This design comes from an exercise in tuning for small area and few clock cycles on the open sky130 flow, not from production work.
Where RTL was checked, it was by simulation tests only, not by an equivalence proof against the original.

## the baseline
==> module mte_step, before the edit <==
module mte_step (
  input  mte_pkg::item_t                        item,
  input  mte_pkg::state_t                       state,
  input  logic [mte_pkg::MIN_LEN_BITS-1:0]      min_len,
  input  logic                                  take,
  output logic                                  emit,
  output mte_pkg::token_t                       token,
  output mte_pkg::state_t                       state_next
);
  logic        mode;
  logic [31:0] d, s, len, x, c;
  logic [31:0] t, lit, kb, kept, s_back, s_kept, unm_t, unm, ov_op, m_sum, o_sum, e;
  logic        ahead, behind, kneg, e_co, keep, keep_b, keep_a, grow, add_m;
  logic [31:0] m_op;
  logic [7:0]  thr;
  assign mode = item.mode;
  assign d    = item.dest_pos;
  assign s    = item.src_pos;
  assign len  = item.match_len;
  assign c    = state.cursor;
  assign x    = mode ? item.block_len : d;
  mte_add #(32) u_t (.a(x), .b(~c), .ci(1'b1), .s(t), .co(ahead));
  assign behind = !ahead;
  assign lit    = behind ? 32'd0 : t;
  logic [32:0] ka, kc, kf;
  assign ka = {1'b0, d} ^ {1'b0, len} ^ {1'b1, ~c};
  assign kc = ({1'b0, d} & {1'b0, len}) | ({1'b0, d} & {1'b1, ~c}) | ({1'b0, len} & {1'b1, ~c});
  mte_add #(33) u_k (.a(ka), .b({kc[31:0], 1'b1}), .ci(1'b0), .s(kf), .co());
  assign kb   = kf[31:0];
  assign kneg = kf[32];
  assign thr    = min_len | {7'd0, ~|min_len};
  assign keep_b = !kneg && ((|kb[31:8]) || (kb[7:0] >= thr));
  assign keep_a = (|len[31:8]) || (len[7:0] >= min_len);
  assign keep   = behind ? keep_b : keep_a;
  assign emit   = mode || keep;
  assign kept   = behind ? kb : len;
  mte_add #(32, 1) u_s (.a(s), .b(~t), .ci(1'b1), .s(s_back), .co());
  assign s_kept = behind ? s_back : s;
  mte_add #(32, 1) u_u (.a(state.unmatched_count), .b(t), .ci(1'b0), .s(unm_t), .co());
  assign unm = behind ? state.unmatched_count : unm_t;
  assign grow  = take && !mode;
  assign add_m = grow && keep;
  assign m_op  = add_m ? kept : 32'd0;
  mte_add #(32, 1) u_m (.a(state.matched_count), .b(m_op), .ci(1'b0), .s(m_sum), .co());
  assign ov_op = !grow ? 32'd0 : keep ? (behind ? ~t : 32'd0) : len;
  mte_add #(32, 1) u_o (.a(state.overlap_count), .b(ov_op), .ci(add_m && behind), .s(o_sum), .co());
  mte_add #(32, 1) u_e (.a(d), .b(len), .ci(1'b0), .s(e), .co(e_co));
  always_comb begin
    token                 = '0;
    token.is_block_end    = mode;
    token.literal_start   = c;
    token.literal_len     = lit;
    token.src_offset      = mode ? 32'd0 : s_kept;
    token.kept_len        = mode ? 32'd0 : kept;
    token.block_unmatched = mode ? unm : 32'd0;
    token.block_matched   = mode ? state.matched_count : 32'd0;
    token.block_overlap   = mode ? state.overlap_count : 32'd0;
    state_next               = state;
    state_next.overlap_count = o_sum;
    state_next.matched_count = m_sum;
    if (add_m) begin
      state_next.cursor          = e_co ? 32'hFFFF_FFFF : e;
      state_next.unmatched_count = unm;
    end
    if (take && mode) state_next = '0;
  end
endmodule
clock: 10.0 ns
lec_check: 0
abc_area: 1
cap_margin: 20
core_margin: 2
core_utilization: 65
slew_margin: 20
standard.sh (not shown) runs the stock make flow with config.mk's settings and CLKGATE_MAP_FILE= SYNTH_SCRIPT=/design/flow/synth_recipe.tcl, a recipe that flattens the netlist after the stock synthesis.
==> flow/flow/run.sh <==
#!/bin/bash
# The standard layout, with two changes: the input and output port buffers
# are made from the smallest buffer cell (buf_1) instead of the cell
# buffer_ports picks itself, and synthesis leaves the adders to abc instead
# of mapping them onto the library's full- and half-adder cells first
# (ADDER_MAP_FILE empty). Registers come out of synthesis as in the standard
# flow. Each tool's full output goes to the log of its step under orfs/logs/,
# and make's own output to standard.log in this folder.
set -euo pipefail
bash standard.sh "BUFFER_PORTS_ARGS=-buffer_cell sky130_fd_sc_hd__buf_1" "ADDER_MAP_FILE=" finish > standard.log 2>&1
What the candidate does differently from the baseline at the input level:
--- a/flow/design.v
+++ b/flow/design.v
@@ -91,39 +91,37 @@
   output mte_pkg::token_t                       token,
   output mte_pkg::state_t                       state_next
 );
   logic        mode;
   logic [31:0] d, s, len, x, c;
-  logic [31:0] t, lit, kb, kept, s_back, s_kept, unm_t, unm, ov_op, m_sum, o_sum, e;
-  logic        ahead, behind, kneg, e_co, keep, keep_b, keep_a, grow, add_m;
+  logic [31:0] t, lit, kb, kept, s_back, s_kept, unm, ov_op, m_sum, o_sum, e;
+  logic        ahead, behind, kneg, e_co, keep, grow, add_m;
   logic [31:0] m_op;
   logic [7:0]  thr;
   assign mode = item.mode;
   assign d    = item.dest_pos;
   assign s    = item.src_pos;
   assign len  = item.match_len;
   assign c    = state.cursor;
   assign x    = mode ? item.block_len : d;
-  mte_add #(32) u_t (.a(x), .b(~c), .ci(1'b1), .s(t), .co(ahead));
+  mte_add #(32, 1) u_t (.a(x), .b(~c), .ci(1'b1), .s(t), .co(ahead));
   assign behind = !ahead;
   assign lit    = behind ? 32'd0 : t;
-  logic [32:0] ka, kc, kf;
-  assign ka = {1'b0, d} ^ {1'b0, len} ^ {1'b1, ~c};
-  assign kc = ({1'b0, d} & {1'b0, len}) | ({1'b0, d} & {1'b1, ~c}) | ({1'b0, len} & {1'b1, ~c});
-  mte_add #(33) u_k (.a(ka), .b({kc[31:0], 1'b1}), .ci(1'b0), .s(kf), .co());
+  logic [32:0] kf;
+  logic        on_len;
+  assign on_len = behind && !mode;
+  mte_add #(33, 1) u_k (.a({1'b0, on_len ? len : state.unmatched_count}), .b({behind, t}),
+                        .ci(1'b0), .s(kf), .co());
   assign kb   = kf[31:0];
   assign kneg = kf[32];
-  assign thr    = min_len | {7'd0, ~|min_len};
-  assign keep_b = !kneg && ((|kb[31:8]) || (kb[7:0] >= thr));
-  assign keep_a = (|len[31:8]) || (len[7:0] >= min_len);
-  assign keep   = behind ? keep_b : keep_a;
+  assign thr    = min_len | {7'd0, behind && ~|min_len};
+  assign keep   = !(behind && kneg) && ((|kept[31:8]) || (kept[7:0] >= thr));
   assign emit   = mode || keep;
   assign kept   = behind ? kb : len;
   mte_add #(32, 1) u_s (.a(s), .b(~t), .ci(1'b1), .s(s_back), .co());
   assign s_kept = behind ? s_back : s;
-  mte_add #(32, 1) u_u (.a(state.unmatched_count), .b(t), .ci(1'b0), .s(unm_t), .co());
-  assign unm = behind ? state.unmatched_count : unm_t;
+  assign unm = behind ? state.unmatched_count : kf[31:0];
   assign grow  = take && !mode;
   assign add_m = grow && keep;
   assign m_op  = add_m ? kept : 32'd0;
   mte_add #(32, 1) u_m (.a(state.matched_count), .b(m_op), .ci(1'b0), .s(m_sum), .co());
   assign ov_op = !grow ? 32'd0 : keep ? (behind ? ~t : 32'd0) : len;
In the final design statistics, the candidate uses fewer standard cells in total than the baseline.
Final routed wirelength across all metal layers essentially unchanged between the candidate and the baseline.
On adder-cell area share of the yosys netlist, the baseline tracks the candidate almost exactly.
Taking the baseline as the reference, in the candidate worst setup slack went down 0.34 ns; total vias in the final route saw a decrease; highest cell delay on the worst timing path decreased 0.18 ns; inverter count now smaller.
Testbench counts of the candidate, summed over its fixed seeds: cycles 24,000.
No functional check of the RTL was part of the baseline.

## what the ideal ports hide
Ports are ideal in the flow. The routed layouts listed here were re-timed in OpenROAD.
Step 1 sets driving cells, clkbuf_16 on the clock port and buf_2 on the other inputs (assumed; they add their load-dependent delay and slew).
Step 2 moves the port delays by t, midway between the first and last clock arrival at a register: inputs arrive t later, outputs are due t later. That takes back most of the time a late clock gives input paths.
Slacks: ideal / step 1 / step 2; pairs: ideal / step 1.
run | t, ns | setup slack, ns | worst register clock-pin slew, ns
the baseline | 0.493 | 0.859 / 0.829 / 0.829 | 0.08 / 0.08
the candidate | 0.494 | 0.515 / 0.491 / 0.293 | 0.08 / 0.08
After both steps every run listed still meets setup and hold. For the candidate, which loses most, drivers alone change the setup slack by -0.024 ns; drivers and shift together by -0.222 ns.
